This is an optimization exercise on Yosys and OpenROAD, whose aim is small area, a short achievable clock period and few clock cycles, not a production implementation. Only simulation tests tie the RTL to the original design; equivalence was not proved. Power is estimated from default activity; no workload was simulated.

<file path="design/flow/flow/run.sh">
#!/bin/bash
# Standard ORFS layout; the port buffers use the smallest buffer cell.
set -euo pipefail
export BUFFER_PORTS_ARGS="-buffer_cell sky130_fd_sc_hd__buf_1"
bash standard.sh > standard_flow.log 2>&1
</file>
<file path="design/flow/standard.sh">
#!/bin/bash
# synth_recipe.tcl (not shown) runs the flow's synth.tcl, then flattens the netlist and writes it again
# the make line also repeats each setting of config.mk as NAME=value (left out here)
make -C /OpenROAD-flow-scripts/flow DESIGN_CONFIG=/design/flow/config.mk WORK_HOME=/design/flow/orfs CLKGATE_MAP_FILE= SYNTH_SCRIPT=/design/flow/synth_recipe.tcl "${@:-finish}"
</file>
<file path="design/flow/config.mk">
export PLATFORM = sky130hd
export DESIGN_NAME = lsu_top
export DESIGN_NICKNAME = lsu_top
export VERILOG_FILES = /design/flow/design.v
export SDC_FILE = /design/flow/constraint.sdc
export NUM_CORES = 4
export LEC_CHECK = 0
export CAP_MARGIN = 20
export CORE_AREA = 5 5 615 615
export DIE_AREA = 0 0 620 620
export SETUP_SLACK_MARGIN = 3.0
export SLEW_MARGIN = 20
</file>
<file path="design/flow/constraint.sdc">
create_clock -name core_clock -period 5.5 [get_ports {clk}]
set_input_delay 1.1000 -clock core_clock [delete_from_list [all_inputs] [get_ports {clk}]]
set_output_delay 1.1000 -clock core_clock [all_outputs]
set_load 0.01 [all_outputs]
</file>
<file path="design/flow/design.v">
package lsu_pkg;
  localparam int WORD_W = 64;
  localparam int WORDS_PER_BEAT = 8;
  localparam int BEAT_W = WORD_W * WORDS_PER_BEAT;
  localparam int NUM_BANKS = 4;
  typedef logic [WORD_W-1:0] word_t;
  typedef logic [BEAT_W-1:0] beat_t;
  typedef logic [$clog2(NUM_BANKS)-1:0] bank_sel_t;
  typedef enum logic [1:0] {
    MODE_IDLE  = 2'd0,
    MODE_STORE = 2'd1,
    MODE_LOAD  = 2'd2
  } lsu_mode_t;
endpackage
import lsu_pkg::*;
module lsu_top (
  input  logic                        clk,
  input  logic                        rst_n,
  input  logic                        start,
  input  logic [1:0]                  mode,
  input  logic [31:0]                 len,
  input  logic [31:0]                 block_factor,
  input  logic [31:0]                 addr_offset,
  output logic                        done,
  input  logic [BEAT_W-1:0]           in_data,
  input  logic                        in_valid,
  output logic                        in_ready,
  output logic [BEAT_W-1:0]           out_data,
  output logic                        out_valid,
  input  logic                        out_ready,
  output logic [NUM_BANKS*12-1:0]     bank_addr,
  output logic [NUM_BANKS*WORD_W-1:0] bank_d,
  output logic [NUM_BANKS-1:0]        bank_ce,
  output logic [NUM_BANKS-1:0]        bank_we,
  input  logic [NUM_BANKS*WORD_W-1:0] bank_q
);
  logic        st_run;
  logic        ld_run;
  logic        is_store;
  logic        done_q;
  logic [11:0] nb_q;       
  logic [11:0] rem;        
  logic [11:0] addr_inc;
  logic [1:0]  bank;
  logic [11:0] addr;
  logic [7:0]  kh;         
  logic [11:0] beats;      
  logic        act;        
  logic        lastb;      
  logic        blk_end;    
  logic        bf_is1;
  logic [11:0] sn_rem;
  logic        sn_blk_end;
  logic [1:0]  sn_bank;
  logic [11:0] sn_addr;
  logic [3:0]  ce_q;
  logic [11:0] addr_q;
  logic [63:0] d_q;
  logic        rv1, rv2, rv3;
  logic        lw1, lw2, lw3;
  logic [3:0]  oh2, oh3;
  logic        hold;
  logic        sq_q;       
  logic        rdy_q;
  logic [BEAT_W-1:0] obuf;
  logic [2:0]  wk;
  logic        full;
  logic        o_last;
  logic        last_word;
  logic        st_step;
  logic        squash;
  logic        ld_issue;
  logic        step;
  logic        accept;
  logic [63:0] rd_word;
  logic [63:0] st_word;
  assign last_word = lastb && kh[7];
  assign st_step  = st_run && in_valid && act;
  assign squash   = rv3 && full && !out_ready;
  assign ld_issue = ld_run && act && !hold && !sq_q;
  assign step     = st_step || ld_issue;
  assign accept   = rv3 && (!full || out_ready);
  assign in_ready  = rdy_q;
  assign done      = done_q;
  assign out_valid = full;
  assign out_data  = obuf;
  assign bank_ce   = ce_q;
  assign bank_we   = {NUM_BANKS{is_store}};
  assign bank_addr = {NUM_BANKS{addr_q}};
  assign bank_d    = {NUM_BANKS{d_q}};
  always_ff @(posedge clk) begin
    if (!rst_n) begin
      st_run <= 1'b0;
      ld_run <= 1'b0;
      done_q <= 1'b0;
    end else begin
      done_q <= (st_step && last_word) || (ld_run && full && out_ready && o_last);
      if (start) begin
        st_run <= (mode == 2'd1);
        ld_run <= (mode == 2'd2);
      end else begin
        if (st_step && last_word) st_run <= 1'b0;
        if (full && out_ready && o_last) ld_run <= 1'b0;
      end
    end
  end
  always_ff @(posedge clk) begin
    if (start) is_store <= (mode == 2'd1);
  end
  assign addr_inc = (blk_end && bank != 2'd3) ? nb_q : 12'd1;
  always_ff @(posedge clk) begin
    if (start) begin
      nb_q  <= 12'd1 - block_factor[11:0];
      rem   <= 12'd1 - block_factor[11:0];
      bf_is1  <= (block_factor[11:0] == 12'd1);
      blk_end <= (block_factor[11:0] == 12'd1);
      act   <= 1'b1;
      lastb <= (len[14:3] == 12'd1);
      bank  <= 2'd0;
      addr  <= addr_offset[11:0];
      kh    <= 8'd1;
      beats <= len[14:3];
    end else if (sq_q) begin
      rem   <= sn_rem;
      blk_end <= sn_blk_end;
      bank  <= sn_bank;
      addr  <= sn_addr;
      kh    <= 8'd1;
    end else if (step) begin
      kh <= {kh[6:0], kh[7]};
      if (kh[7]) begin
        beats <= beats - 12'd1;
        lastb <= (beats == 12'd2);
        act   <= !lastb;
      end
      addr <= addr + addr_inc;
      if (blk_end) begin
        rem  <= nb_q;
        blk_end <= bf_is1;
        bank <= bank + 2'd1;
      end else begin
        rem  <= rem + 12'd1;
        blk_end <= (rem == 12'hfff);
      end
    end
  end
  always_ff @(posedge clk) begin
    if (ld_issue && kh[0]) begin
      sn_rem  <= rem;
      sn_blk_end <= blk_end;
      sn_bank <= bank;
      sn_addr <= addr;
    end
  end
  always_ff @(posedge clk) begin
    if (!rst_n) begin
      ce_q <= 4'd0;
    end else begin
      ce_q <= step ? (4'd1 << bank) : 4'd0;
    end
  end
  always_ff @(posedge clk) begin
    addr_q <= addr;
  end
  always_comb begin
    st_word = '0;
    for (int s = 0; s < WORDS_PER_BEAT; s++) begin
      st_word = st_word | (in_data[64*s +: 64] & {64{kh[s]}});
    end
  end
  always_ff @(posedge clk) begin
    d_q <= st_word;
  end
  always_ff @(posedge clk) begin
    if (!rst_n) begin
      rv1  <= 1'b0;
      rv2  <= 1'b0;
      rv3  <= 1'b0;
      hold <= 1'b0;
      sq_q <= 1'b0;
    end else begin
      sq_q <= squash;
      rv1  <= ld_issue && !squash;
      rv2  <= rv1 && !squash;
      rv3  <= rv2 && !squash;
      hold <= squash || (hold && !(full && out_ready));
    end
  end
  always_ff @(posedge clk) begin
    if (!rst_n || start) begin
      rdy_q <= 1'b0;
    end else if (st_step) begin
      rdy_q <= kh[6];
    end
  end
  always_ff @(posedge clk) begin
    lw1 <= last_word;
    lw2 <= lw1;
    lw3 <= lw2;
    oh2 <= ce_q;
    oh3 <= oh2;
  end
  always_comb begin
    rd_word = '0;
    for (int b = 0; b < NUM_BANKS; b++) begin
      rd_word = rd_word | (bank_q[64*b +: 64] & {64{oh3[b]}});
    end
  end
  always_ff @(posedge clk) begin
    if (!rst_n) begin
      full <= 1'b0;
    end else begin
      if (accept && wk == 3'd7) begin
        full <= 1'b1;
      end else if (full && out_ready) begin
        full <= 1'b0;
      end
    end
  end
  always_ff @(posedge clk) begin
    if (start) begin
      wk <= 3'd0;
    end else if (accept) begin
      wk <= wk + 3'd1;
    end
    if (accept && wk == 3'd7) o_last <= lw3;
  end
  always_ff @(posedge clk) begin
    if (accept && wk == 3'd0) obuf[63:0] <= rd_word;
    for (int s = 1; s < WORDS_PER_BEAT; s++) begin
      if (rv3 && wk == 3'(s)) obuf[64*s +: 64] <= rd_word;
    end
  end
endmodule
</file>
==> results of run 1 <==
[report_power, final]
| part | leakage [µW] | internal [µW] | switching (µW) |
|---|---|---|---|
| Sequential | 0.00653 | 5900 | 231 |
| Clock | 0.00140 | 3360 | 2530 |
| Combinational | 0.00617 | 567 | 749 |
| Total | 0.0141 | 9820 | 3510 |
[per-stage QoR]
step | area [µm²] | total power, µW | hold WS [ns] | utilization
floorplan | 28200 | 6740 | 0.310 | -
global placement | 39100 | 7320 | 0.310 | 0.105
detailed placement | 39100 | 7320 | 0.312 | 0.105
CTS | 43800 | 13600 | 0.323 | 0.118
global route | 44300 | 13900 | 0.326 | 0.119
finish | 44400 | 13300 | 0.323 | 0.119
[cell usage in the layout, fill, tap and decap left out, types with 16 or more instances in the layout]
| cell | n |
|---|---|
| sky130_fd_sc_hd__nand2_2 | 16 |
| sky130_fd_sc_hd__diode_2 | 61 |
| sky130_fd_sc_hd__inv_1 | 17 |
| sky130_fd_sc_hd__clkinv_1 | 18 |
| sky130_fd_sc_hd__buf_2 | 222 |
| sky130_fd_sc_hd__dfxtp_2 | 29 |
| sky130_fd_sc_hd__dfxtp_4 | 62 |
| sky130_fd_sc_hd__buf_6 | 141 |
| sky130_fd_sc_hd__buf_1 | 1089 |
| sky130_fd_sc_hd__a21oi_1 | 30 |
| sky130_fd_sc_hd__a22oi_1 | 383 |
| sky130_fd_sc_hd__buf_4 | 78 |
| sky130_fd_sc_hd__clkbuf_2 | 179 |
| sky130_fd_sc_hd__o21ai_0 | 35 |
| sky130_fd_sc_hd__nand4_1 | 69 |
| sky130_fd_sc_hd__nand2_1 | 119 |
| sky130_fd_sc_hd__edfxtp_1 | 592 |
| sky130_fd_sc_hd__nor2_1 | 38 |
| sky130_fd_sc_hd__xnor2_1 | 22 |
| sky130_fd_sc_hd__dfxtp_1 | 24 |
| sky130_fd_sc_hd__clkbuf_16 | 90 |
[area by class of cell]
cell class,count,share of cell area
multi-input cells,901,0.141
flip-flops and latches,707,0.459
inverters,20,0.00178
clock buffers,101,0.0526
diodes,61,0.00344
clock inverters,57,0.0125
repair buffers,1717,0.190
well taps,4972,0.140
[logic make-up after synthesis]
family,share of synthesized area
XOR/XNOR,0.0109
buffers and inverters,0.0792
AND/OR/NAND/NOR,0.0580
flip-flops,0.712
AO/OA/AOI/OAI,0.126
multiplexers,0.00333
adder cells (fa/ha/maj),0.0105
[path summary, 6_finish.rpt]
check,startpoint,to,slack [ns]
hold reg to reg,oh2[2],oh3[2],0.32
setup reg to reg,bank[0],addr[11],2.92
hold / removal,oh2[2],oh3[2],0.32
setup / recovery,bank[0],addr[11],2.92
[critical path, stage by stage, from the launching register on]
cell and delay [ns]:
sky130_fd_sc_hd__dfxtp_4 0.37, sky130_fd_sc_hd__ha_4 0.17, sky130_fd_sc_hd__nor2b_4 0.17, sky130_fd_sc_hd__buf_4 0.15, sky130_fd_sc_hd__buf_12 0.10, sky130_fd_sc_hd__and2_4 0.14, sky130_fd_sc_hd__ha_4 0.21, sky130_fd_sc_hd__a211oi_2 0.18
sky130_fd_sc_hd__nor2_1 0.09, sky130_fd_sc_hd__o41ai_2 0.30, sky130_fd_sc_hd__o31ai_2 0.13, sky130_fd_sc_hd__xnor2_1 0.22, sky130_fd_sc_hd__o21ai_1 0.07
[layer usage]
metal / share of wire / up-vias / global-route usage
li1: - / 10427 / -
met1: 0.35 / 12300 / 0.118
met2: 0.51 / 1956 / 0.199
met3: 0.091 / 514 / 0.0355
met4: 0.046 / 54 / 0.0447
met5: 0.0016 / - / 0.00150
[what timing repair did]
item,CTS,global route
gates resized for setup,694,211
hold endpoints to repair,0,0
setup buffers,7,7
setup endpoints to repair,888,395
pin swaps,4,14
==> impl_summary.log, run 1 <==
[metrics] core region area: 371000 µm²
[metrics] Layout area overhead: 57.3%
[metrics] number of vias after detailed routing: 25251
[metrics] Die X-Extent: 620 µm
[metrics] critical path capture point type: flop
[metrics] Synth Flop Type: sky130_fd_sc_hd__edfxtp_1
[metrics] category of the worst setup path launch point: flop
[metrics] sequential cell area: 20300 µm²
[metrics] largest registers ranked by flip-flop count: obuf: 512 flops, d_q: 64 flops
[metrics] number of ports placed on the die boundary: 1698
[metrics] vias per inst: 2.96
[metrics] Post-Place Cells: 8303
[metrics] max FFs per register: 512
[metrics] remaining design rule violation count: 0
[metrics] count of final max-slew check failures: 0
[metrics] H-Tree Level Count: 3
[metrics] number of flops mapped to enable cells by yosys: 592
[metrics] maximum root-to-sink buffer count: 4
[metrics] worst IR drop on VDD: 0.199 mV
[metrics] Arrival @ worst endpoint: 3.10 ns
[metrics] number of violations reported at the end of detailed-routing iteration 0: 2350
[metrics] final critical-path required period: 2.58 ns
[metrics] power per unit of standard cell area: 300 nW/µm²
[metrics] number of cells traversed by the worst hold path: 0
[metrics] number of endpoints failing setup at the final stage: 0
[metrics] TritonCTS clock tree: built
[metrics] sum of negative setup slack: 0 ns
[metrics] count of cells along the worst register-to-register path: 12
[metrics] total number of clock tree sinks: 707
[metrics] area share of the largest cell type after synthesis: 0.630
[metrics] Warnings, synthesis: 1
[metrics] root cell of the clock tree: sky130_fd_sc_hd__clkbuf_16
[metrics] FILL cells: 42246
[metrics] upper clock frequency limit: 387 MHz
[metrics] Setup WS post-layout: 2.92 ns
[metrics] Layout Cells excl Fill: 8536
[metrics] clock buffer count from CTS: 90
[metrics] register with the most flip-flops: obuf
[metrics] result of the run: complete, no violations
[metrics] final cycle utilization of the critical path: 0.470
[metrics] multi-input logic area: 6250 µm²
[metrics] GRT Residual Overflow: 0
[metrics] endpoints failing hold: 0
[metrics] worst slew margin relative to its limit: 0.243
[metrics] DPL Wire Length: 192 mm
[metrics] number of global-route vias before repair: 22984
[metrics] GRT Resource Usage Total: 0.110
[metrics] number of rows created at floorplan: 224
[metrics] worst clock skew: 0.0650 ns
[metrics] P_leak: 0.0141 µW
[metrics] die height: 620 µm
[metrics] most area-hungry cell type in the Yosys netlist: sky130_fd_sc_hd__edfxtp_1
[metrics] CTS hold repair buffers: 0
[metrics] max-cap violations: 0
[metrics] worst-margin pin slew: 1.14 ns
[metrics] Clock Latency Late Sink: 0.82 ns
[metrics] Crit Path Category: reg -> reg
[metrics] worst min-delay path category: reg -> reg
[metrics] per-cell routed wire length: 26.8 µm
[metrics] post-placement worst setup slack: 1.85 ns
[metrics] Synth Area per Inst: 14.3 µm²
[metrics] most instantiated library cell after synthesis: sky130_fd_sc_hd__edfxtp_1
[metrics] mapped cell area: 28200 µm²
[metrics] clock input transition at the sequential cells of the worst setup and hold paths: 0.06 ns
[metrics] maximum number of pins on one net before global-route repair: 62
[metrics] DR pass1 iterations: 6
[metrics] overall die area: 384000 µm²
[metrics] number of nets in the layout: 4331
[metrics] Synthesized Nets: 2860
[metrics] wire length reported by the detailed router: 229 mm
[metrics] remaining number of nets flagged by the antenna check after routing: 0
[metrics] Crit path required time: 6.02 ns
[metrics] I/O Buffers: 1637
[metrics] register area share after synthesis: 0.712
[metrics] first-pass GRT wire length: 269 mm
[metrics] RSZ-0062 raised after global routing: true
[metrics] initial antenna violation count: 171
[metrics] Initial Util: 0.0760
[metrics] cell count after synthesis: 1966
[metrics] proportion of layout cells with a drive suffix above 1: 0.265
[metrics] total of flip-flops plus latches after synthesis: 707
[metrics] synth top area cells: sky130_fd_sc_hd__edfxtp_1 63%, sky130_fd_sc_hd__a22oi_1 10%, sky130_fd_sc_hd__dfxtp_1 8.2%
[metrics] synth unique cells: 51
[metrics] async set-reset flop share out of synthesis: 0
[metrics] largest fanout on the critical path: 7
[metrics] Placer Congestion: 0.968
[metrics] most instantiated cells after synthesis: 592 x sky130_fd_sc_hd__edfxtp_1, 393 x sky130_fd_sc_hd__a22oi_1, 235 x sky130_fd_sc_hd__buf_4, 145 x sky130_fd_sc_hd__nand2_1, 115 x sky130_fd_sc_hd__dfxtp_1
Testbench counts, summed over its fixed seeds: cycles 26,420.
==> run 2: changes to the inputs <==
==> design/flow/flow/run.sh (replaced) <==
#!/bin/bash
# Standard ORFS layout; the port buffers use the smallest buffer cell and the
# pins may sit one routing track apart, so the die can be smaller.
set -euo pipefail
export BUFFER_PORTS_ARGS="-buffer_cell sky130_fd_sc_hd__buf_1"
export PLACE_PINS_ARGS="-min_distance 1 -min_distance_in_tracks"
bash standard.sh > standard_flow.log 2>&1
--- a/design/flow/config.mk
+++ b/design/flow/config.mk
@@ -8,4 +8,4 @@
 export CAP_MARGIN = 20
-export CORE_AREA = 5 5 615 615
-export DIE_AREA = 0 0 620 620
+export CORE_AREA = 5 5 445 445
+export DIE_AREA = 0 0 450 450
 export SETUP_SLACK_MARGIN = 3.0
==> run 2 against run 1 <==
The flow now stops in 5_1_grt. Synthesized cell count unchanged. Synthesized area unchanged.
==> impl_summary.log, run 2 <==
[metrics] maximum number of pins on one net before global-route repair: 64
[metrics] result of the run: did not finish
[metrics] die height: 450 µm (-27%)
[metrics] H-Tree Level Count: 3 (unchanged)
[metrics] Synth Flop Type: sky130_fd_sc_hd__edfxtp_1
[metrics] cell count after synthesis: 1966 (unchanged)
[metrics] area share of the largest cell type after synthesis: 0.630 (unchanged)
[metrics] Warnings, synthesis: 1 (unchanged)
[metrics] async set-reset flop share out of synthesis: 0 (unchanged)
[metrics] maximum root-to-sink buffer count: 3 (-1)
[metrics] GRT Resource Usage Total: 0.165
[metrics] DPL Wire Length: 140 mm (-27%)
[metrics] total of flip-flops plus latches after synthesis: 707 (unchanged)
[metrics] Initial Util: 0.146 (+0.0705)
[metrics] Die X-Extent: 450 µm (-27%)
[metrics] Synthesized Nets: 2860 (unchanged)
[metrics] number of global-route vias before repair: 26126
[metrics] first error: [ERROR GRT-0116] Global routing finished with congestion. Check the congestion regions in the DRC Viewer.
[metrics] number of ports placed on the die boundary: 1698 (unchanged)
[metrics] number of rows created at floorplan: 161 (-28%)
[metrics] clock buffer count from CTS: 82 (-8.9%)
[metrics] stage at which the run stopped: 5_1_grt
[metrics] GRT Residual Overflow: 5
[metrics] first-pass GRT wire length: 226 mm
[metrics] Synth Area per Inst: 14.3 µm² (unchanged)
[metrics] I/O Buffers: 1637 (unchanged)
[metrics] mapped cell area: 28200 µm² (unchanged)
[metrics] root cell of the clock tree: sky130_fd_sc_hd__clkbuf_16
[metrics] total number of clock tree sinks: 707 (unchanged)
[metrics] synth top area cells: sky130_fd_sc_hd__edfxtp_1 63%, sky130_fd_sc_hd__a22oi_1 10%, sky130_fd_sc_hd__dfxtp_1 8.2%
[metrics] number of flops mapped to enable cells by yosys: 592 (unchanged)
[metrics] register area share after synthesis: 0.712 (unchanged)
[metrics] synth unique cells: 51 (unchanged)
[metrics] most instantiated cells after synthesis: 592 x sky130_fd_sc_hd__edfxtp_1, 393 x sky130_fd_sc_hd__a22oi_1, 235 x sky130_fd_sc_hd__buf_4, 145 x sky130_fd_sc_hd__nand2_1, 115 x sky130_fd_sc_hd__dfxtp_1
[metrics] most instantiated library cell after synthesis: sky130_fd_sc_hd__edfxtp_1
[metrics] most area-hungry cell type in the Yosys netlist: sky130_fd_sc_hd__edfxtp_1
[metrics] Placer Congestion: 0.977 (+0.91%)
run 2: metrics by stage:
step                      cells  area [µm²]  worst slack (ns)  power, µW  utilization
after floorplan            1966       28200              2.96       6740            -
after global placement     5818       35700              2.34       7170        0.185
after detailed placement   5818       35700              2.33       7170        0.185
after CTS                  5973       38700              2.83      12800        0.201
run 2: timing repair:
action | CTS
gates cloned | 1
setup endpoints to repair | 226
resized for setup | 85
hold buffers | 0
buffers inserted | 7
pin swaps | 9
run 2: power groups by stage:
stage	logic [µW]	registers, µW	clock network, µW
after floorplan	628	6110	0
after CTS	1040	6050	5710
after detailed placement	1010	6160	0
after global placement	1010	6160	0
run 2: cells by family after synthesis:
family	after synthesis	share of synthesized area
buf+inv	358	0.0792
mux	9	0.00333
fa+ha+maj	23	0.0105
xor+xnor	35	0.0109
compound gates	499	0.126
flops	707	0.712
simple gates	335	0.0580
run 2: worst min-delay path by stage:
stage	depth (start not counted)	slack, ns	to	startpoint
2_1_floorplan	0	0.31	lw2	lw1
3_3_place_gp	0	0.31	oh3[1]	oh2[1]
3_5_place_dp	0	0.31	oh3[0]	oh2[0]
4_1_cts	0	0.32	oh3[1]	oh2[1]
run 2: metal layers:
metal  track usage  overflow
met5        0.0104         0
met4         0.138         0
met3        0.0669         0
met2         0.253         5
met1         0.176         0
==> run 3: changes to the inputs <==
--- a/design/flow/design.v
+++ b/design/flow/design.v
@@ -51,4 +51,6 @@
   logic        bf_is1;
+  logic        use_nb;     
   logic [11:0] sn_rem;
   logic        sn_blk_end;
+  logic        sn_use_nb;
   logic [1:0]  sn_bank;
@@ -66,2 +68,3 @@
   logic [2:0]  wk;
+  logic [7:0]  wen;        
   logic        full;
@@ -109,3 +112,3 @@
   end
-  assign addr_inc = (blk_end && bank != 2'd3) ? nb_q : 12'd1;
+  assign addr_inc = use_nb ? nb_q : 12'd1;
   always_ff @(posedge clk) begin
@@ -116,2 +119,3 @@
       blk_end <= (block_factor[11:0] == 12'd1);
+      use_nb  <= (block_factor[11:0] == 12'd1);
       act   <= 1'b1;
@@ -125,2 +129,3 @@
       blk_end <= sn_blk_end;
+      use_nb  <= sn_use_nb;
       bank  <= sn_bank;
@@ -139,2 +144,3 @@
         blk_end <= bf_is1;
+        use_nb  <= bf_is1 && (bank != 2'd2);
         bank <= bank + 2'd1;
@@ -143,2 +149,3 @@
         blk_end <= (rem == 12'hfff);
+        use_nb  <= (rem == 12'hfff) && (bank != 2'd3);
       end
@@ -150,2 +157,3 @@
       sn_blk_end <= blk_end;
+      sn_use_nb  <= use_nb;
       sn_bank <= bank;
@@ -220,2 +228,9 @@
   always_ff @(posedge clk) begin
+    if (!rst_n) begin
+      wen <= 8'd0;
+    end else begin
+      wen <= (rv2 && !squash) ? (8'd1 << (accept ? wk + 3'd1 : wk)) : 8'd0;
+    end
+  end
+  always_ff @(posedge clk) begin
     if (start) begin
@@ -228,5 +243,5 @@
   always_ff @(posedge clk) begin
-    if (accept && wk == 3'd0) obuf[63:0] <= rd_word;
+    if (wen[0] && (!full || out_ready)) obuf[63:0] <= rd_word;
     for (int s = 1; s < WORDS_PER_BEAT; s++) begin
-      if (rv3 && wk == 3'(s)) obuf[64*s +: 64] <= rd_word;
+      if (wen[s]) obuf[64*s +: 64] <= rd_word;
     end
==> design/flow/flow/run.sh (replaced) <==
#!/bin/bash
# Standard ORFS layout; the port buffers use the smallest buffer cell.
set -euo pipefail
export BUFFER_PORTS_ARGS="-buffer_cell sky130_fd_sc_hd__buf_1"
bash standard.sh > standard_flow.log 2>&1
--- a/design/flow/config.mk
+++ b/design/flow/config.mk
@@ -8,4 +8,4 @@
 export CAP_MARGIN = 20
-export CORE_AREA = 5 5 445 445
-export DIE_AREA = 0 0 450 450
+export CORE_AREA = 5 5 615 615
+export DIE_AREA = 0 0 620 620
 export SETUP_SLACK_MARGIN = 3.0
==> run 3 against run 2 <==
Now clean on timing, DRC and antenna. Synthesized area increased by 0.85%. Synthesized cell count is 1.0% higher.
==> impl_summary.log, run 3 <==
[metrics] timing startpoint of the critical path: is_store
[metrics] worst-margin pin slew: 1.20 ns
[metrics] overall die area: 384000 µm²
[metrics] fraction of the mapped netlist area in simple logic gates: 0.0595 (+0.00145)
[metrics] number of violations reported at the end of detailed-routing iteration 0: 2268
[metrics] I/O Buffers: 1637 (unchanged)
[metrics] proportion of layout cells with a drive suffix above 1: 0.212
[metrics] post-synthesis adder-cell area fraction: 0.00906 (-0.00141)
[metrics] Initial Util: 0.0766 (-0.0699)
[metrics] FILL cells: 42305
[metrics] highest metal layer used by the detailed router: met5
[metrics] number of nets in the layout: 4334
[metrics] clock input transition at the sequential cells of the worst setup and hold paths: 0.06 ns
[metrics] GRT Resource Usage Total: 0.118
[metrics] RSZ-0062 raised after global routing: true
[metrics] mapped cell area: 28500 µm² (+0.85%)
[metrics] result of the run: complete, no violations
[metrics] sequential cell area: 20600 µm²
[metrics] clock share of power: 0.443
[metrics] number of vias after detailed routing: 25329
[metrics] FF-to-FF setup slack: 3.01 ns
[metrics] combinational share of power: 0.097
[metrics] P_leak: 0.0137 µW
[metrics] core region area: 371000 µm²
[metrics] Placer Congestion: 0.932 (-4.5%)
[metrics] Synthesized Nets: 2877 (+0.59%)
[metrics] worst IR drop on VDD: 0.241 mV
[metrics] remaining number of nets flagged by the antenna check after routing: 0
[metrics] met3 routed WL: 25.1 mm
[metrics] Synth Area per Inst: 14.3 µm² (-0.16%)
[metrics] first-pass GRT wire length: 285 mm
[metrics] Setup WS post-layout: 2.94 ns
[metrics] final critical-path required period: 2.56 ns
[metrics] Warnings, synthesis: 1 (unchanged)
[metrics] Die X-Extent: 620 µm (+38%)
[metrics] Arrival @ worst endpoint: 1.46 ns
[metrics] cell count after synthesis: 1986 (+1.0%)
[metrics] Clock Latency Late Sink: 0.82 ns
[metrics] DR pass1 iterations: 6
[metrics] initial antenna violation count: 221
[metrics] sum of negative setup slack: 0 ns
[metrics] endpoints failing hold: 0
[metrics] number of rows created at floorplan: 224 (+39%)
[metrics] complex-gate fraction of the synthesized area: 0.127 (about the same)
[metrics] max FFs per register: 512
[metrics] maximum number of pins on one net before global-route repair: 52
[metrics] async set-reset flop share out of synthesis: 0 (unchanged)
[metrics] commonest cells after routing, fill and taps aside: 1221 x sky130_fd_sc_hd__buf_1, 594 x sky130_fd_sc_hd__edfxtp_1, 387 x sky130_fd_sc_hd__a22oi_1, 191 x sky130_fd_sc_hd__buf_6, 132 x sky130_fd_sc_hd__buf_2
[metrics] max-cap violations: 0
[metrics] most instantiated cells after synthesis: 594 x sky130_fd_sc_hd__edfxtp_1, 390 x sky130_fd_sc_hd__a22oi_1, 232 x sky130_fd_sc_hd__buf_4, 139 x sky130_fd_sc_hd__nand2_1, 123 x sky130_fd_sc_hd__dfxtp_1
[metrics] wire length reported by the detailed router: 245 mm
[metrics] category of the worst setup path launch point: flop
[metrics] synth unique cells: 54 (+5.9%)
[metrics] die height: 620 µm (+38%)
[metrics] clock buffer count from CTS: 89 (+8.5%)
[metrics] beginning of the worst hold path: oh2[1]
[metrics] switching power summed over all nets: 3570 µW
[metrics] worst min-delay path category: reg -> reg
[metrics] switching power share of the total: 0.264
[metrics] final cycle utilization of the critical path: 0.465
[metrics] Layout Cells excl Fill: 8563
[metrics] number of ports placed on the die boundary: 1698 (unchanged)
[metrics] root cell of the clock tree: sky130_fd_sc_hd__clkbuf_16
[metrics] number of flops mapped to enable cells by yosys: 594 (+0.34%)
[metrics] synth top area cells: sky130_fd_sc_hd__edfxtp_1 63%, sky130_fd_sc_hd__a22oi_1 10%, sky130_fd_sc_hd__dfxtp_1 8.7%
[metrics] number of endpoints failing setup at the final stage: 0
[metrics] largest registers ranked by flip-flop count: obuf: 512 flops, d_q: 64 flops
[metrics] remaining design rule violation count: 0
[metrics] CTS hold repair buffers: 0 (unchanged)
[metrics] largest fanout on the critical path: 4
[metrics] area share of the largest cell type after synthesis: 0.627 (-0.00321)
[metrics] register with the most flip-flops: obuf
[metrics] most instantiated library cell after synthesis: sky130_fd_sc_hd__edfxtp_1
[metrics] total of flip-flops plus latches after synthesis: 717 (+1.4%)
[metrics] post-synthesis share of cell area spent on xor and xnor gates: 0.00985 (-0.00102)
[metrics] GRT Residual Overflow: 0
[metrics] count of final max-slew check failures: 0
[metrics] Post-Place Cells: 8317 (+43%)
[metrics] post-placement worst setup slack: 2.05 ns (-0.273 ns)
[metrics] upper clock frequency limit: 391 MHz
[metrics] Crit path required time: 4.40 ns
[metrics] worst slew margin relative to its limit: 0.203
[metrics] Routed met2 length: 116 mm
[metrics] per-cell routed wire length: 28.6 µm
[metrics] vias per inst: 2.96
[metrics] Crit Path Category: reg -> out
[metrics] commonest non-fill, non-tap cell in the layout: sky130_fd_sc_hd__buf_1
[metrics] TritonCTS clock tree: built
[metrics] critical path capture point type: primary output
[metrics] most area-hungry cell type in the Yosys netlist: sky130_fd_sc_hd__edfxtp_1
[metrics] number of global-route vias before repair: 22952
[metrics] multi-input logic area: 6060 µm²
[metrics] cell-internal power: 9940 µW
[metrics] met1 WL: 90.9 mm
[metrics] register area share after synthesis: 0.713 (+0.00173)
[metrics] power per unit of standard cell area: 304 nW/µm²
[metrics] reg2reg start: use_nb
[metrics] portion of total power attributed to sequential cells: 0.461
[metrics] Synth Flop Type: sky130_fd_sc_hd__edfxtp_1
[metrics] share of cell area taken by muxes after synthesis: 0.00365 (+0.000324)
[metrics] total number of clock tree sinks: 717 (+1.4%)
[metrics] H-Tree Level Count: 3 (unchanged)
[metrics] maximum root-to-sink buffer count: 4 (+1)
[metrics] DPL Wire Length: 207 mm (+47%)
[metrics] largest family of logic cells by synthesized area: compound AO/OA/AOI/OAI gates
[metrics] Layout area overhead: 56.3%
[metrics] worst clock skew: 0.0922 ns
[run 3: layout make-up]
class,count,share of cell area
Antenna cell,80,0.00450
Clock buffer,111,0.0529
Clock inverter,48,0.0114
Inverter,19,0.00163
Multi-Input combinational cell,910,0.136
Sequential cell,717,0.463
Tap cell,4972,0.140
Timing Repair Buffer,1706,0.190
[run 3: kinds of logic after synthesis]
family / Yosys count
xor+xnor: 32
flops: 717
compound gates: 508
buf+inv: 359
fa+ha+maj: 20
mux: 10
simple gates: 340
[run 3: final timing paths]
check | end | cells past startpoint
max | bank_we[1] | 2
min | oh3[1] | 0
max reg2reg | addr[8] | 10
min reg2reg | oh3[1] | 0
[run 3: repair_timing]
item | CTS | global route
buffers inserted | 5 | 2
endpoints found under the setup margin | 569 | 263
pin swaps | 1 | 2
gates resized for setup | 688 | 101
[run 3: worst max-delay path, stage by stage (launching register included)]
cell	delay (ns)
sky130_fd_sc_hd__edfxtp_1	0.41
sky130_fd_sc_hd__buf_12	0.17
sky130_fd_sc_hd__buf_6	0.12
[run 3: metal layers]
| layer | up-vias | GRT usage |
|---|---|---|
| met4 | 82 | 0.0500 |
| met1 | 12219 | 0.136 |
| met3 | 530 | 0.0431 |
| met2 | 2007 | 0.197 |
| li1 | 10491 | - |
| met5 | - | 0 |
[run 3: power by group through the flow]
stage / sequential, µW / combinational [µW] / clock, µW
after detailed placement: 6310 / 1090 / 0
after global routing: 6230 / 1390 / 6400
after floorplan: 6180 / 613 / 0
after CTS: 6220 / 1300 / 6230
final: 6220 / 1300 / 5980
after global placement: 6310 / 1080 / 0
[run 3: through the flow]
stage | total power [µW] | hold WS, ns | utilization | area [µm²]
after detailed placement | 7400 | 0.312 | 0.106 | 39300
after global routing | 14000 | 0.331 | 0.120 | 44400
after CTS | 13800 | 0.324 | 0.119 | 44100
after global placement | 7390 | 0.310 | 0.106 | 39300
final | 13500 | 0.324 | 0.120 | 44500
after floorplan | 6800 | 0.310 | - | 28500
Testbench counts of run 3, summed over its fixed seeds: cycles 26,420.
==> run 4: changes to the inputs <==
--- a/design/flow/config.mk
+++ b/design/flow/config.mk
@@ -10,3 +10,3 @@
 export DIE_AREA = 0 0 620 620
-export SETUP_SLACK_MARGIN = 3.0
+export SETUP_SLACK_MARGIN = 2.85
 export SLEW_MARGIN = 20
==> run 4 against run 3 <==
Still clean. Worst setup slack got worse by 0.12 ns. Clock power about the same. Non-clock buffer count decreased by 4. Synthesized cell count unchanged. Clock-buffer cell count unchanged. Clock skew about the same. Worst hold slack about the same. Synthesized area unchanged. Die area unchanged. Combinational power decreased by 15%. Fmax decreased by 4.5%. Sequential cell count unchanged. Critical path type is now reg -> reg. Critical endpoint is now obuf[390].
==> impl_summary.log, run 4 <==
[metrics] result of the run: complete, no violations
[metrics] Routed met2 length: 114 mm (-1.8%)
[metrics] final cell utilization of the core: 0.115 (-0.00498)
[metrics] maximum root-to-sink buffer count: 4 (unchanged)
[metrics] proportion of layout cells with a drive suffix above 1: 0.0875 (-0.125)
[metrics] Warnings, synthesis: 1 (unchanged)
[metrics] met3 routed WL: 24.8 mm (-1.0%)
[metrics] die height: 620 µm (unchanged)
[metrics] highest metal layer used by the detailed router: met5
[metrics] max-cap violations: 0 (unchanged)
[metrics] critical path capture point type: flop
[metrics] synth unique cells: 54 (unchanged)
[metrics] timing endpoint of the critical path: obuf[390]
[metrics] P_leak: 0.0121 µW (-11%)
[metrics] synth top area cells: sky130_fd_sc_hd__edfxtp_1 63%, sky130_fd_sc_hd__a22oi_1 10%, sky130_fd_sc_hd__dfxtp_1 8.7%
[metrics] switching power summed over all nets: 3540 µW (-0.82%)
[metrics] wire length reported by the detailed router: 243 mm (-0.50%)
[metrics] largest registers ranked by flip-flop count: obuf: 512 flops, d_q: 64 flops
[metrics] worst slew margin relative to its limit: 0.233 (+0.0298)
[metrics] portion of total power attributed to sequential cells: 0.467 (+0.006)
[metrics] largest fanout on the critical path: 42 (+38)
[metrics] H-Tree Level Count: 3 (unchanged)
[metrics] Placer Congestion: 0.932 (unchanged)
[metrics] overall die area: 384000 µm² (unchanged)
[metrics] number of global-route vias before repair: 22505 (-1.9%)
[metrics] Initial Util: 0.0766 (unchanged)
[metrics] RSZ-0062 raised after global routing: true
[metrics] root cell of the clock tree: sky130_fd_sc_hd__clkbuf_16
[metrics] number of rows created at floorplan: 224 (unchanged)
[metrics] clock buffer count from CTS: 89 (unchanged)
[metrics] timing startpoint of the critical path: oh3[0]
[metrics] upper clock frequency limit: 374 MHz (-4.5%)
[metrics] DR pass1 iterations: 5 (-1)
[metrics] GRT Resource Usage Total: 0.117 (-0.000698)
[metrics] TritonCTS clock tree: built
[metrics] number of flops mapped to enable cells by yosys: 594 (unchanged)
[metrics] Synth Area per Inst: 14.3 µm² (unchanged)
[metrics] clock input transition at the sequential cells of the worst setup and hold paths: 0.06 ns (about the same)
[metrics] Crit path required time: 5.89 ns (+1.49 ns)
[metrics] initial antenna violation count: 226 (+2.3%)
[metrics] async set-reset flop share out of synthesis: 0 (unchanged)
[metrics] cell-internal power: 9740 µW (-2.0%)
[metrics] area share of the largest cell type after synthesis: 0.627 (unchanged)
[metrics] commonest cells after routing, fill and taps aside: 1616 x sky130_fd_sc_hd__buf_1, 594 x sky130_fd_sc_hd__edfxtp_1, 387 x sky130_fd_sc_hd__a22oi_1, 127 x sky130_fd_sc_hd__nand2_1, 90 x sky130_fd_sc_hd__clkbuf_16
[metrics] FF-to-FF setup slack: 2.83 ns (-0.18 ns)
[metrics] category of the worst setup path launch point: flop
[metrics] remaining design rule violation count: 0 (unchanged)
[metrics] count of cells along the worst register-to-register path: 3 (-7)
[metrics] Synth Flop Type: sky130_fd_sc_hd__edfxtp_1
[metrics] DPL Wire Length: 207 mm (unchanged)
[metrics] core region area: 371000 µm² (unchanged)
[metrics] worst r2r dst: obuf[390]
[metrics] most instantiated library cell after synthesis: sky130_fd_sc_hd__edfxtp_1
[metrics] number of ports placed on the die boundary: 1698 (unchanged)
[metrics] commonest non-fill, non-tap cell in the layout: sky130_fd_sc_hd__buf_1
[metrics] worst min-delay path category: reg -> reg
[metrics] Crit Path Category: reg -> reg
[metrics] endpoints failing hold: 0 (unchanged)
[metrics] number of endpoints failing setup at the final stage: 0 (unchanged)
[metrics] met1 WL: 91.4 mm (+0.53%)
[metrics] worst-margin pin slew: 1.15 ns (-0.0447 ns)
[metrics] register area share after synthesis: 0.713 (unchanged)
[metrics] count of final max-slew check failures: 0 (unchanged)
[metrics] GRT Residual Overflow: 0 (unchanged)
[metrics] worst clock skew: 0.0918 ns (-0.000391 ns)
[metrics] power per unit of standard cell area: 312 nW/µm² (+2.6%)
[metrics] clock share of power: 0.451 (+0.008)
[metrics] Clock Latency Late Sink: 0.81 ns (about the same)
[metrics] total of flip-flops plus latches after synthesis: 717 (unchanged)
[metrics] most area-hungry cell type in the Yosys netlist: sky130_fd_sc_hd__edfxtp_1
[metrics] remaining number of nets flagged by the antenna check after routing: 0 (unchanged)
[metrics] maximum number of pins on one net before global-route repair: 52 (unchanged)
[metrics] Die X-Extent: 620 µm (unchanged)
[metrics] FILL cells: 42485 (+0.43%)
[metrics] most instantiated cells after synthesis: 594 x sky130_fd_sc_hd__edfxtp_1, 390 x sky130_fd_sc_hd__a22oi_1, 232 x sky130_fd_sc_hd__buf_4, 139 x sky130_fd_sc_hd__nand2_1, 123 x sky130_fd_sc_hd__dfxtp_1
[metrics] sum of negative setup slack: 0 ns (unchanged)
[metrics] register with the most flip-flops: obuf
[metrics] Synthesized Nets: 2877 (unchanged)
[metrics] I/O Buffers: 1637 (unchanged)
[metrics] reg2reg start: oh3[0]
[metrics] switching power share of the total: 0.267 (+0.00235)
[metrics] total number of clock tree sinks: 717 (unchanged)
[metrics] number of nets in the layout: 4330 (-0.092%)
[metrics] number of violations reported at the end of detailed-routing iteration 0: 2259 (-0.40%)
[metrics] final cycle utilization of the critical path: 0.486 (+0.0217)
[metrics] number of vias after detailed routing: 25382 (+0.21%)
[metrics] per-cell routed wire length: 28.4 µm (-0.60%)
[metrics] CTS hold repair buffers: 0 (unchanged)
[metrics] mapped cell area: 28500 µm² (unchanged)
[metrics] cell count after synthesis: 1986 (unchanged)
[metrics] combinational share of power: 0.083 (-0.014)
[metrics] final critical-path required period: 2.67 ns (+0.119 ns)
[metrics] first-pass GRT wire length: 282 mm (-0.92%)
[metrics] vias per inst: 2.96 (+0.10%)
[metrics] Layout area overhead: 49.8%
[metrics] Arrival @ worst endpoint: 3.06 ns (+1.60 ns)
[metrics] worst IR drop on VDD: 0.242 mV (+0.29%)
[metrics] max FFs per register: 512 (unchanged)
-- run 4: metrics by stage --
step | hold WS [ns] | power [µW] | setup WS (ns) | cells | instance area (µm²)
6_report | 0.323 | 13300 | 2.83 | 8572 | 42600
5_1_grt | 0.331 | 13800 | 2.85 | 8528 | 42500
4_1_cts | 0.324 | 13500 | 2.79 | 8479 | 42400
3_5_place_dp | 0.312 | 7400 | 2.05 | 8317 | 39300
3_3_place_gp | 0.310 | 7390 | 2.14 | 8315 | 39300
2_1_floorplan | 0.310 | 6800 | 3.01 | 1986 | 28500
-- run 4: logic make-up (layout without fill, tap and decap cells) --
family,Yosys count,after routing,synth area share
AO/OA/AOI/OAI,508,508,0.127
buffers and inverters,359,1880,0.0780
AND/OR/NAND/NOR,340,340,0.0595
multiplexers,10,10,0.00365
other,0,93,0
flip-flops,717,717,0.713
adder cells (fa/ha/maj),20,20,0.00906
XOR/XNOR,32,32,0.00985
-- run 4: cell type report --
type,instances,area [µm²],share of cell area
Sequential cell,717,20500,0.480
Timing Repair Buffer,1702,6780,0.159
Tap cell,4972,6220,0.146
Multi-Input combinational cell,910,5990,0.141
Clock buffer,111,2350,0.0552
Clock inverter,48,505,0.0119
Antenna cell,93,233,0.00546
Inverter,19,75.1,0.00176
-- run 4: power groups by stage --
stage | registers (µW) | logic (µW) | clock network, µW
after floorplan | 6180 | 613 | 0
after global placement | 6310 | 1080 | 0
after detailed placement | 6310 | 1090 | 0
after CTS | 6200 | 1110 | 6230
after global routing | 6210 | 1180 | 6400
final | 6200 | 1100 | 5980
-- run 4: routing by layer --
| metal | vias up | GRT usage |
|---|---|---|
| met1 | 12236 | 0.136 |
| met4 | 74 | 0.0564 |
| met3 | 533 | 0.0425 |
| met5 | - | 0.00337 |
| li1 | 10511 | - |
| met2 | 2028 | 0.192 |
-- run 4: what timing repair did --
item                       4_1_cts  5_1_grt
setup buffers                    3        0
pin swaps                        0        1
setup endpoints to repair      184       10
gates resized for setup         91        8
-- run 4: worst max-delay path, cell delays in order (launching register included) --
cell and delay (ns):
sky130_fd_sc_hd__dfxtp_4 0.84, sky130_fd_sc_hd__buf_4 0.44, sky130_fd_sc_hd__a22oi_1 0.15, sky130_fd_sc_hd__nand2_1 0.79
-- run 4: worst min path at each step --
stage                     depth (start not counted)     end   start
final                                             0  oh3[1]  oh2[1]
after detailed placement                          0  oh3[3]  oh2[3]
after global routing                              0  oh3[3]  oh2[3]
after global placement                            0  oh3[1]  oh2[1]
after floorplan                                   0     lw2     lw1
after CTS                                         0  oh3[1]  oh2[1]
==> run 5: changes to the inputs <==
--- a/design/flow/config.mk
+++ b/design/flow/config.mk
@@ -9,4 +9,6 @@
 export CORE_AREA = 5 5 615 615
+export CTS_CLUSTER_DIAMETER = 100
+export CTS_CLUSTER_SIZE = 20
 export DIE_AREA = 0 0 620 620
-export SETUP_SLACK_MARGIN = 2.85
+export SETUP_SLACK_MARGIN = 3.0
 export SLEW_MARGIN = 20
==> run 5 against run 4 <==
Clock skew down 0.057 ns. Total power is 10% lower. Worst hold slack hardly changed. Wire length is 0.23% lower. Die area is the same. Fmax grew 4.9%. Sequential power about the same. Core utilization rose by 0.21 points.
==> impl_summary.log, run 5 <==
[metrics] result of the run: complete, no violations
[metrics] count of final max-slew check failures: 0 (unchanged)
[metrics] Crit path required time: 4.40 ns (-1.49 ns)
[metrics] category of the worst setup path launch point: flop
[metrics] worst stage delay on the critical path: 0.42 ns (-0.42 ns)
[metrics] Cell Area, Placed: 39300 µm² (unchanged)
[metrics] Synthesized Nets: 2877 (unchanged)
[metrics] Layout area overhead: 52.5%
[metrics] per-cell routed wire length: 28.5 µm (+0.54%)
[metrics] wire length reported by the detailed router: 243 mm (-0.23%)
[metrics] async set-reset flop share out of synthesis: 0 (unchanged)
[metrics] worst clock skew: 0.0352 ns (-0.0566 ns)
[metrics] number of nets in the layout: 4302 (-0.65%)
[metrics] mapped cell area: 28500 µm² (unchanged)
[metrics] Warnings, synthesis: 1 (unchanged)
[metrics] Arrival @ worst endpoint: 1.45 ns (-1.61 ns)
[metrics] Synth Flop Type: sky130_fd_sc_hd__edfxtp_1
[metrics] number of rows created at floorplan: 224 (unchanged)
[metrics] critical path capture point type: primary output
[metrics] number of vias after detailed routing: 25133 (-0.98%)
[metrics] worst slew margin relative to its limit: 0.221 (-0.0121)
[metrics] sum of negative setup slack: 0 ns (unchanged)
[metrics] post-synthesis share of cell area spent on xor and xnor gates: 0.00985 (unchanged)
[metrics] GRT Resource Usage Total: 0.117 (about the same)
[metrics] largest family of logic cells by synthesized area: compound AO/OA/AOI/OAI gates
[metrics] clock input transition at the sequential cells of the worst setup and hold paths: 0.08 ns (+0.02 ns)
[metrics] final critical-path required period: 2.55 ns (-0.124 ns)
[metrics] register with the most flip-flops: obuf
[metrics] proportion of layout cells with a drive suffix above 1: 0.168 (+0.0801)
[metrics] number of ports placed on the die boundary: 1698 (unchanged)
[metrics] remaining design rule violation count: 0 (unchanged)
[metrics] final cycle utilization of the critical path: 0.464 (-0.0226)
[metrics] remaining number of nets flagged by the antenna check after routing: 0 (unchanged)
[metrics] worst IR drop on VDD: 0.244 mV (+0.79%)
[metrics] largest fanout on the critical path: 4 (-90%)
[metrics] post-synthesis adder-cell area fraction: 0.00906 (unchanged)
[metrics] number of flops mapped to enable cells by yosys: 594 (unchanged)
[metrics] maximum number of pins on one net before global-route repair: 52 (unchanged)
[metrics] GRT Residual Overflow: 0 (unchanged)
[metrics] clock buffer count from CTS: 56 (-37%)
[metrics] cells along the critical path: buf_12 > buf_6
[metrics] synth unique cells: 54 (unchanged)
[metrics] cell count after synthesis: 1986 (unchanged)
[metrics] DR pass1 iterations: 6 (+1)
[metrics] share of cell area taken by muxes after synthesis: 0.00365 (unchanged)
[metrics] vias per inst: 2.95 (-0.22%)
[metrics] RSZ-0062 raised after global routing: true
[metrics] Clock Latency Late Sink: 0.75 ns (-0.06 ns)
[metrics] most instantiated library cell after synthesis: sky130_fd_sc_hd__edfxtp_1
[metrics] register area share after synthesis: 0.713 (unchanged)
[metrics] first-pass GRT wire length: 283 mm (+0.20%)
[metrics] Crit Path Category: reg -> out
[metrics] Initial Util: 0.0766 (unchanged)
[metrics] number of endpoints failing setup at the final stage: 0 (unchanged)
[metrics] Die X-Extent: 620 µm (unchanged)
[metrics] commonest cells after routing, fill and taps aside: 1349 x sky130_fd_sc_hd__buf_1, 594 x sky130_fd_sc_hd__edfxtp_1, 386 x sky130_fd_sc_hd__a22oi_1, 196 x sky130_fd_sc_hd__buf_6, 120 x sky130_fd_sc_hd__nand2_1
[metrics] power per unit of standard cell area: 274 nW/µm² (-12%)
[metrics] core region area: 371000 µm² (unchanged)
[metrics] endpoints failing hold: 0 (unchanged)
[metrics] max FFs per register: 512 (unchanged)
[metrics] total of flip-flops plus latches after synthesis: 717 (unchanged)
[metrics] H-Tree Level Count: 2 (-1)
[metrics] most instantiated cells after synthesis: 594 x sky130_fd_sc_hd__edfxtp_1, 390 x sky130_fd_sc_hd__a22oi_1, 232 x sky130_fd_sc_hd__buf_4, 139 x sky130_fd_sc_hd__nand2_1, 123 x sky130_fd_sc_hd__dfxtp_1
[metrics] number of global-route vias before repair: 22717 (+0.94%)
[metrics] Synth Area per Inst: 14.3 µm² (unchanged)
[metrics] complex-gate fraction of the synthesized area: 0.127 (unchanged)
[metrics] DPL Wire Length: 207 mm (unchanged)
[metrics] die height: 620 µm (unchanged)
[metrics] most area-hungry cell type in the Yosys netlist: sky130_fd_sc_hd__edfxtp_1
[metrics] fraction of the mapped netlist area in simple logic gates: 0.0595 (unchanged)
[metrics] P_leak: 0.0128 µW (+5.9%)
[metrics] I/O Buffers: 1637 (unchanged)
[metrics] total number of clock tree sinks: 717 (unchanged)
[metrics] cell with the largest stage delay on the worst path: sky130_fd_sc_hd__edfxtp_1
[metrics] maximum root-to-sink buffer count: 3 (-1)
[metrics] root cell of the clock tree: sky130_fd_sc_hd__clkbuf_16
[metrics] max-cap violations: 0 (unchanged)
[metrics] design area: 43400 µm² (+1.8%)
[metrics] largest registers ranked by flip-flop count: obuf: 512 flops, d_q: 64 flops
[metrics] area share of the largest cell type after synthesis: 0.627 (unchanged)
[metrics] synth top area cells: sky130_fd_sc_hd__edfxtp_1 63%, sky130_fd_sc_hd__a22oi_1 10%, sky130_fd_sc_hd__dfxtp_1 8.7%
[metrics] TritonCTS clock tree: built
[metrics] Placer Congestion: 0.932 (unchanged)
[metrics] commonest non-fill, non-tap cell in the layout: sky130_fd_sc_hd__buf_1
[metrics] worst-margin pin slew: 1.17 ns (+0.0182 ns)
[metrics] initial antenna violation count: 218 (-3.5%)
[metrics] number of violations reported at the end of detailed-routing iteration 0: 2384 (+5.5%)
[metrics] overall die area: 384000 µm² (unchanged)
[metrics] worst min-delay path category: reg -> reg
[metrics] upper clock frequency limit: 392 MHz (+4.9%)
==> run 5: logic make-up after synthesis <==
kind of cell    count (synthesis)
flops                         717
compound gates                508
buf+inv                       359
simple gates                  340
xor+xnor                       32
fa+ha+maj                      20
mux                            10
==> run 5: power breakdown <==
group	leakage, µW	internal, µW	switching [µW]
sequential	0.00654	5950	263
clock	0.000902	2030	2350
combinational	0.00541	577	726
total	0.0128	8560	3340
==> run 5: routing by layer <==
metal / vias to the layer above / part of all wire / track usage
met2: 1981 / 0.47 / 0.195
met1: 12126 / 0.37 / 0.135
li1: 10425 / - / -
met3: 529 / 0.10 / 0.0416
met5: - / 0.0020 / 0.00362
met4: 72 / 0.053 / 0.0529
==> run 5: stage by stage <==
step | hold slack, ns | setup WS (ns) | instances | util | total power, µW
2_1_floorplan | 0.310 | 3.01 | 1986 | - | 6800
3_3_place_gp | 0.310 | 2.14 | 8315 | 0.106 | 7390
3_5_place_dp | 0.312 | 2.05 | 8317 | 0.106 | 7400
4_1_cts | 0.327 | 2.81 | 8429 | 0.116 | 12100
5_1_grt | 0.330 | 2.86 | 8482 | 0.117 | 12400
6_report | 0.324 | 2.95 | 8507 | 0.117 | 11900
==> run 5: path summary, 6_finish.rpt <==
| kind | from | endpoint | slack [ns] | depth (start not counted) |
|---|---|---|---|---|
| max reg2reg | oh3[3] | obuf[357] | 3.06 | 3 |
| max | is_store | bank_we[1] | 2.95 | 2 |
| min | oh2[1] | oh3[1] | 0.32 | 0 |
| min reg2reg | oh2[1] | oh3[1] | 0.32 | 0 |
==> run 5: area by class of cell <==
type | count | area [µm²]
Multi-Input combinational cell | 910 | 6070
Fill cell | 42423 | 328000
Clock buffer | 79 | 1490
Antenna cell | 76 | 190
Clock inverter | 27 | 397
Timing Repair Buffer | 1707 | 8330
Tap cell | 4972 | 6220
Inverter | 19 | 72.6
Sequential cell | 717 | 20600
==> run 5: worst max-delay path: cells and delay by family (launching register included) <==
kind	cells	cell delay (ns)
flops	1	0.42
buf+inv	2	0.29
==> run 5: what timing repair did <==
action | 4_1_cts | 5_1_grt
pin swaps | 1 | 6
setup endpoints to repair | 426 | 154
buffers inserted | 6 | 1
resized for setup | 649 | 21
hold buffers | 0 | 0
==> run 6: changes to the inputs <==
--- a/design/flow/design.v
+++ b/design/flow/design.v
@@ -38,3 +38,3 @@
   logic        ld_run;
-  logic        is_store;
+  logic        we_q;       
   logic        done_q;
@@ -90,3 +90,3 @@
   assign bank_ce   = ce_q;
-  assign bank_we   = {NUM_BANKS{is_store}};
+  assign bank_we   = {NUM_BANKS{we_q}};
   assign bank_addr = {NUM_BANKS{addr_q}};
@@ -110,3 +110,3 @@
   always_ff @(posedge clk) begin
-    if (start) is_store <= (mode == 2'd1);
+    we_q <= st_run;
   end
--- a/design/flow/config.mk
+++ b/design/flow/config.mk
@@ -8,6 +8,6 @@
 export CAP_MARGIN = 20
-export CORE_AREA = 5 5 615 615
+export CORE_AREA = 5 5 580 580
 export CTS_CLUSTER_DIAMETER = 100
 export CTS_CLUSTER_SIZE = 20
-export DIE_AREA = 0 0 620 620
+export DIE_AREA = 0 0 585 585
 export SETUP_SLACK_MARGIN = 3.0
==> run 6 against run 5 <==
Global-route usage up 1.9 points. Core utilization up 1.3 points. Fmax up 0.27%. Synthesized cell count down 0.30%. Combinational power about the same. Via count up 0.82%.
==> impl_summary.log, run 6 <==
[metrics] mapped cell area: 28500 µm² (about the same)
[metrics] Synthesized Nets: 2871 (-0.21%)
[metrics] Synth Flop Type: sky130_fd_sc_hd__edfxtp_1
[metrics] overall die area: 342000 µm² (-11%)
[metrics] register area share after synthesis: 0.713 (-0.000791)
[metrics] I/O Buffers: 1637 (unchanged)
[metrics] commonest cells after routing, fill and taps aside: 1291 x sky130_fd_sc_hd__buf_1, 593 x sky130_fd_sc_hd__edfxtp_1, 385 x sky130_fd_sc_hd__a22oi_1, 186 x sky130_fd_sc_hd__buf_6, 133 x sky130_fd_sc_hd__nand2_1
[metrics] worst slew margin relative to its limit: 0.306 (+0.0851)
[metrics] clock buffer count from CTS: 70 (+25%)
[metrics] Crit Path Category: reg -> reg
[metrics] number of vias after detailed routing: 25340 (+0.82%)
[metrics] critical path capture point type: flop
[metrics] synth top area cells: sky130_fd_sc_hd__edfxtp_1 63%, sky130_fd_sc_hd__a22oi_1 10%, sky130_fd_sc_hd__dfxtp_1 8.7%
[metrics] endpoints failing hold: 0 (unchanged)
[metrics] synth unique cells: 58 (+7.4%)
[metrics] remaining design rule violation count: 0 (unchanged)
[metrics] max-cap violations: 0 (unchanged)
[metrics] max FFs per register: 512 (unchanged)
[metrics] per-cell routed wire length: 31.6 µm (+11%)
[metrics] vias per inst: 3.21 (+8.8%)
[metrics] Synth Area per Inst: 14.4 µm² (+0.36%)
[metrics] most instantiated library cell after synthesis: sky130_fd_sc_hd__edfxtp_1
[metrics] RSZ-0062 raised after global routing: true
[metrics] Layout area overhead: 50.8%
[metrics] number of violations reported at the end of detailed-routing iteration 0: 2911 (+22%)
[metrics] proportion of layout cells with a drive suffix above 1: 0.184 (+0.0167)
[metrics] most instantiated cells after synthesis: 593 x sky130_fd_sc_hd__edfxtp_1, 386 x sky130_fd_sc_hd__a22oi_1, 232 x sky130_fd_sc_hd__buf_4, 143 x sky130_fd_sc_hd__nand2_1, 124 x sky130_fd_sc_hd__dfxtp_1
[metrics] TritonCTS clock tree: built
[metrics] wire length reported by the detailed router: 249 mm (+2.6%)
[metrics] async set-reset flop share out of synthesis: 0 (unchanged)
[metrics] Placer Congestion: 0.948 (+1.7%)
[metrics] GRT Resource Usage Total: 0.136 (+0.0186)
[metrics] result of the run: complete, no violations
[metrics] FILL cells: 37407 (-12%)
[metrics] category of the worst setup path launch point: flop
[metrics] first-pass GRT wire length: 291 mm (+3.0%)
[metrics] total number of clock tree sinks: 717 (unchanged)
[metrics] upper clock frequency limit: 393 MHz (+0.27%)
[metrics] power per unit of standard cell area: 293 nW/µm² (+6.9%)
[metrics] worst clock skew: 0.0767 ns (+0.0414 ns)
[metrics] Warnings, synthesis: 1 (unchanged)
[metrics] register with the most flip-flops: obuf
[metrics] most area-hungry cell type in the Yosys netlist: sky130_fd_sc_hd__edfxtp_1
[metrics] worst-margin pin slew: 1.04 ns (-0.128 ns)
[metrics] clock input transition at the sequential cells of the worst setup and hold paths: 0.08 ns (about the same)
[metrics] final critical-path required period: 2.54 ns (-0.00689 ns)
[metrics] GRT Residual Overflow: 0 (unchanged)
[metrics] Crit path required time: 5.93 ns (+1.53 ns)
[metrics] number of nets in the layout: 4295 (-0.16%)
[metrics] largest registers ranked by flip-flop count: obuf: 512 flops, d_q: 64 flops
[metrics] post-route worst hold slack: 0.310 ns (-0.0139 ns)
[metrics] Setup WS post-layout: 2.96 ns (+0.00689 ns)
[metrics] commonest non-fill, non-tap cell in the layout: sky130_fd_sc_hd__buf_1
[metrics] remaining number of nets flagged by the antenna check after routing: 0 (unchanged)
[metrics] Clock Latency Late Sink: 0.78 ns (+0.03 ns)
[metrics] root cell of the clock tree: sky130_fd_sc_hd__clkbuf_16
[metrics] number of ports placed on the die boundary: 1698 (unchanged)
[metrics] core region area: 330000 µm² (-11%)
[metrics] initial antenna violation count: 239 (+9.6%)
[metrics] maximum number of pins on one net before global-route repair: 59 (+13%)
[metrics] sum of negative setup slack: 0 ns (unchanged)
[metrics] DPL Wire Length: 212 mm (+2.2%)
[metrics] worst min-delay path category: reg -> reg
[metrics] count of final max-slew check failures: 0 (unchanged)
[metrics] Tot Pwr: 12600 µW (+5.8%)
[metrics] Die X-Extent: 585 µm (-5.6%)
[metrics] number of global-route vias before repair: 23606 (+3.9%)
[metrics] final cell utilization of the core: 0.130 (+0.0134)
[metrics] H-Tree Level Count: 3 (+1)
[metrics] total of flip-flops plus latches after synthesis: 717 (unchanged)
[metrics] DR pass1 iterations: 6 (unchanged)
[metrics] number of flops mapped to enable cells by yosys: 593 (-0.17%)
[metrics] maximum root-to-sink buffer count: 4 (+1)
[metrics] cell count after synthesis: 1980 (-0.30%)
[metrics] Arrival @ worst endpoint: 2.97 ns (+1.52 ns)
[metrics] number of rows created at floorplan: 211 (-5.8%)
[metrics] P_leak: 0.0133 µW (+3.8%)
[metrics] Initial Util: 0.0863 (+0.00972)
[metrics] die height: 585 µm (-5.6%)
[metrics] number of endpoints failing setup at the final stage: 0 (unchanged)
[metrics] largest fanout on the critical path: 37 (+33)
[metrics] area share of the largest cell type after synthesis: 0.625 (-0.00144)
[metrics] worst IR drop on VDD: 0.226 mV (-7.2%)
[metrics] final cycle utilization of the critical path: 0.462 (-0.00125)
[metrics] post-placement worst setup slack: 2.26 ns (+0.208 ns)
==> run 6: cell types whose count changed in the layout (fill, tap and decap cells not counted), sizes merged, moves of 5 or more <==
cell / change
buf: -58
clkbuf: +45
nor3: -6
and3: +5
nand3: -5
or3: -5
==> run 6: worst paths after layout <==
kind,slack (ns),end,depth (start not counted),from
worst max-delay path,2.96,obuf[399],3,oh3[3]
worst min-delay path,0.31,oh3[2],0,oh2[2]
worst max register to register,2.96,obuf[399],3,oh3[3]
worst min register to register,0.31,oh3[2],0,oh2[2]
==> run 6: area by class of cell <==
type | count | area, µm² | share of cell area
diodes | 73 | 183 | 0.00425
clock buffers | 83 | 1850 | 0.0432
clock inverters | 29 | 398 | 0.00927
inverters | 16 | 60.1 | 0.00140
multi-input cells | 909 | 6130 | 0.143
flip-flops and latches | 717 | 20600 | 0.480
well taps | 4366 | 5460 | 0.127
repair buffers | 1690 | 8250 | 0.192
==> run 6: cells by family after synthesis <==
kind of cell | after synthesis | synth area share
AOI/OAI and AO/OA | 503 | 0.126
xor gates and xnor gates | 36 | 0.0111
muxes | 13 | 0.00470
adders and majority gates | 20 | 0.00905
DFF | 717 | 0.713
and+or+nand+nor | 337 | 0.0593
buffers and inverters | 354 | 0.0773
==> run 6: where the power goes <==
group / switching (µW) / total [µW] / internal [µW]
combinational: 723 / 1300 / 581
sequential: 253 / 6210 / 5960
clock: 2530 / 5070 / 2540
total: 3510 / 12600 / 9080
==> run 6: metrics by stage <==
stage | instance area [µm²] | instances
finish | 42900 | 7883
global route | 42900 | 7855
CTS | 42600 | 7806
detailed placement | 38500 | 7692
global placement | 38500 | 7691
floorplan | 28500 | 1980
==> run 6: worst max-delay path: stages, from the launching register on <==
cell and delay (ns):
sky130_fd_sc_hd__dfxtp_4 0.68, sky130_fd_sc_hd__buf_4 0.57, sky130_fd_sc_hd__a22oi_1 0.14, sky130_fd_sc_hd__nand2_1 0.67
==> run 6: per-layer routing <==
metal	global-route usage	vias to the layer above	routed length, µm
li1	-	10377	-
met1	0.141	12247	84600
met2	0.232	1961	119000
met3	0.0666	627	30700
met4	0.0585	128	13500
met5	0.00364	-	843
==> run 6: repair_timing <==
action / 4_1_cts / 5_1_grt
hold buffers: 0 / 0
setup endpoints to repair: 485 / 178
gates resized for setup: 642 / 73
pin swaps: 0 / 9
setup buffers: 2 / 3
gates cloned: 0 / 1
Testbench counts of run 6, summed over its fixed seeds: cycles 26,420.
==> run 7: changes to the inputs <==
--- a/design/flow/config.mk
+++ b/design/flow/config.mk
@@ -8,7 +8,7 @@
 export CAP_MARGIN = 20
-export CORE_AREA = 5 5 580 580
+export CORE_AREA = 5 5 615 615
 export CTS_CLUSTER_DIAMETER = 100
 export CTS_CLUSTER_SIZE = 20
-export DIE_AREA = 0 0 585 585
-export SETUP_SLACK_MARGIN = 3.0
+export DIE_AREA = 0 0 620 620
+export SETUP_SLACK_MARGIN = 3.1
 export SLEW_MARGIN = 20
==> run 7 against run 6 <==
Global-route usage fell by 1.3 points. Combinational power rose by 14%. Die area rose by 12%. Largest power group unchanged. Core utilization fell by 0.84 points. Synthesized area did not move. Synthesized cell count did not move. Worst hold slack improved by 0.0051 ns. Register-to-register slack improved by 0.05 ns. Final cell count rose by 8.0%. Via count rose by 2.7%. Clock power fell by 9.3%. Critical path type is now reg -> out. Critical path depth fell by 2.
==> impl_summary.log, run 7 <==
[metrics] overall die area: 384000 µm² (+12%)
[metrics] result of the run: complete, no violations
[metrics] commonest non-fill, non-tap cell in the layout: sky130_fd_sc_hd__buf_1
[metrics] number of violations reported at the end of detailed-routing iteration 0: 2652 (-8.9%)
[metrics] total of flip-flops plus latches after synthesis: 717 (unchanged)
[metrics] GRT Resource Usage Total: 0.123 (-0.0127)
[metrics] Crit Path Category: reg -> out
[metrics] cells along the critical path: buf_6
[metrics] proportion of layout cells with a drive suffix above 1: 0.328 (+0.143)
[metrics] first-pass GRT wire length: 297 mm (+1.9%)
[metrics] Synth Flop Type: sky130_fd_sc_hd__edfxtp_1
[metrics] most instantiated cells after synthesis: 593 x sky130_fd_sc_hd__edfxtp_1, 386 x sky130_fd_sc_hd__a22oi_1, 232 x sky130_fd_sc_hd__buf_4, 143 x sky130_fd_sc_hd__nand2_1, 124 x sky130_fd_sc_hd__dfxtp_1
[metrics] total number of clock tree sinks: 717 (unchanged)
[metrics] I/O Buffers: 1637 (unchanged)
[metrics] per-cell routed wire length: 29.9 µm (-5.5%)
[metrics] most area-hungry cell type in the Yosys netlist: sky130_fd_sc_hd__edfxtp_1
[metrics] Die X-Extent: 620 µm (+6.0%)
[metrics] final cycle utilization of the critical path: 0.459 (-0.00352)
[metrics] largest registers ranked by flip-flop count: obuf: 512 flops, d_q: 64 flops
[metrics] area share of the largest cell type after synthesis: 0.625 (unchanged)
[metrics] worst slew margin relative to its limit: 0.185 (-0.120)
[metrics] max-cap violations: 0 (unchanged)
[metrics] Initial Util: 0.0767 (-0.00968)
[metrics] register with the most flip-flops: obuf
[metrics] worst min-delay path category: reg -> reg
[metrics] design area: 45200 µm² (+5.4%)
[metrics] Placer Congestion: 0.926 (-2.4%)
[metrics] upper clock frequency limit: 396 MHz (+0.77%)
[metrics] remaining design rule violation count: 0 (unchanged)
[metrics] wire length reported by the detailed router: 254 mm (+2.1%)
[metrics] Synth Area per Inst: 14.4 µm² (unchanged)
[metrics] commonest cells after routing, fill and taps aside: 834 x sky130_fd_sc_hd__buf_1, 593 x sky130_fd_sc_hd__edfxtp_1, 384 x sky130_fd_sc_hd__a22oi_1, 339 x sky130_fd_sc_hd__buf_6, 327 x sky130_fd_sc_hd__clkbuf_2
[metrics] die height: 620 µm (+6.0%)
[metrics] register area share after synthesis: 0.713 (unchanged)
[metrics] most instantiated library cell after synthesis: sky130_fd_sc_hd__edfxtp_1
[metrics] clock buffer count from CTS: 57 (-19%)
[metrics] cell with the largest stage delay on the worst path: sky130_fd_sc_hd__dfxtp_4
[metrics] worst IR drop on VDD: 0.302 mV (+34%)
[metrics] TritonCTS clock tree: built
[metrics] worst stage delay on the critical path: 0.47 ns (-0.21 ns)
[metrics] number of vias after detailed routing: 26015 (+2.7%)
[metrics] endpoints failing hold: 0 (unchanged)
[metrics] FILL cells: 42064 (+12%)
[metrics] Layout area overhead: 58.9%
[metrics] worst-margin pin slew: 1.22 ns (+0.181 ns)
[metrics] final critical-path required period: 2.52 ns (-0.0194 ns)
[metrics] CTS hold repair buffers: 0 (unchanged)
[metrics] power per unit of standard cell area: 272 nW/µm² (-7.2%)
[metrics] number of global-route vias before repair: 23467 (-0.59%)
-- run 7: final timing paths --
check	start	slack [ns]	to	depth (start not counted)
max	d_q[22]	2.98	bank_d[22]	1
min	lw2	0.31	lw3	0
max reg2reg	kh[0]	3.01	d_q[47]	3
min reg2reg	lw2	0.31	lw3	0
-- run 7: cells by family (layout without fill, tap and decap cells) --
group	count (synthesis)	after routing	synth area share
and+or+nand+nor	337	337	0.0593
xor gates and xnor gates	36	36	0.0111
AOI/OAI and AO/OA	503	503	0.126
buffers and inverters	354	1807	0.0773
other	0	106	0
DFF	717	717	0.713
adders and majority gates	20	20	0.00905
muxes	13	13	0.00470
-- run 7: final cells by class --
cell class                 count  area, µm²  area share
antenna                      106        265     0.00586
clock buffer                  70       1520      0.0335
clock inverter                26        452     0.00998
inverter                      16       62.6     0.00138
multi-input combinational    909       6310       0.139
sequential                   717      20700       0.457
tap                         4972       6220       0.137
timing repair buffer        1695       9760       0.216
-- run 7: power by group --
part	switching (µW)	total (µW)	leakage (µW)	internal, µW
combinational	753	1480	0.00721	722
sequential	280	6240	0.00670	5960
clock	2450	4600	0.000955	2150
-- run 7: metal layers --
layer	up-vias	global-route usage	wire [µm]	share of wire
met5	-	0	802	0.0032
met3	644	0.0586	31600	0.12
met1	12594	0.139	92000	0.36
li1	10398	-	-	-
met2	2257	0.197	116000	0.45
met4	122	0.0569	14200	0.056
-- run 7: stage by stage --
step,total power (µW),instances,hold slack (ns)
final,12300,8511,0.315
after global routing,12800,8475,0.328
after CTS,12500,8401,0.319
after detailed placement,7380,8299,0.313
after global placement,7370,8299,0.309
after floorplan,6810,1980,0.310
-- run 7: timing repair --
action | CTS | global route
endpoints found under the setup margin | 1112 | 881
pin swaps | 3 | 15
setup buffers | 6 | 3
gates resized for setup | 1032 | 381
cloned | 0 | 1

Re-timed with assumed drivers on the ports (clkbuf_16 on the clock, buf_2 on other inputs), run 7 has 2.894 ns of setup slack against 2.976 ns with ideal ports, and 2.454 ns once port delays also move by the mid clock arrival of 0.841 ns.
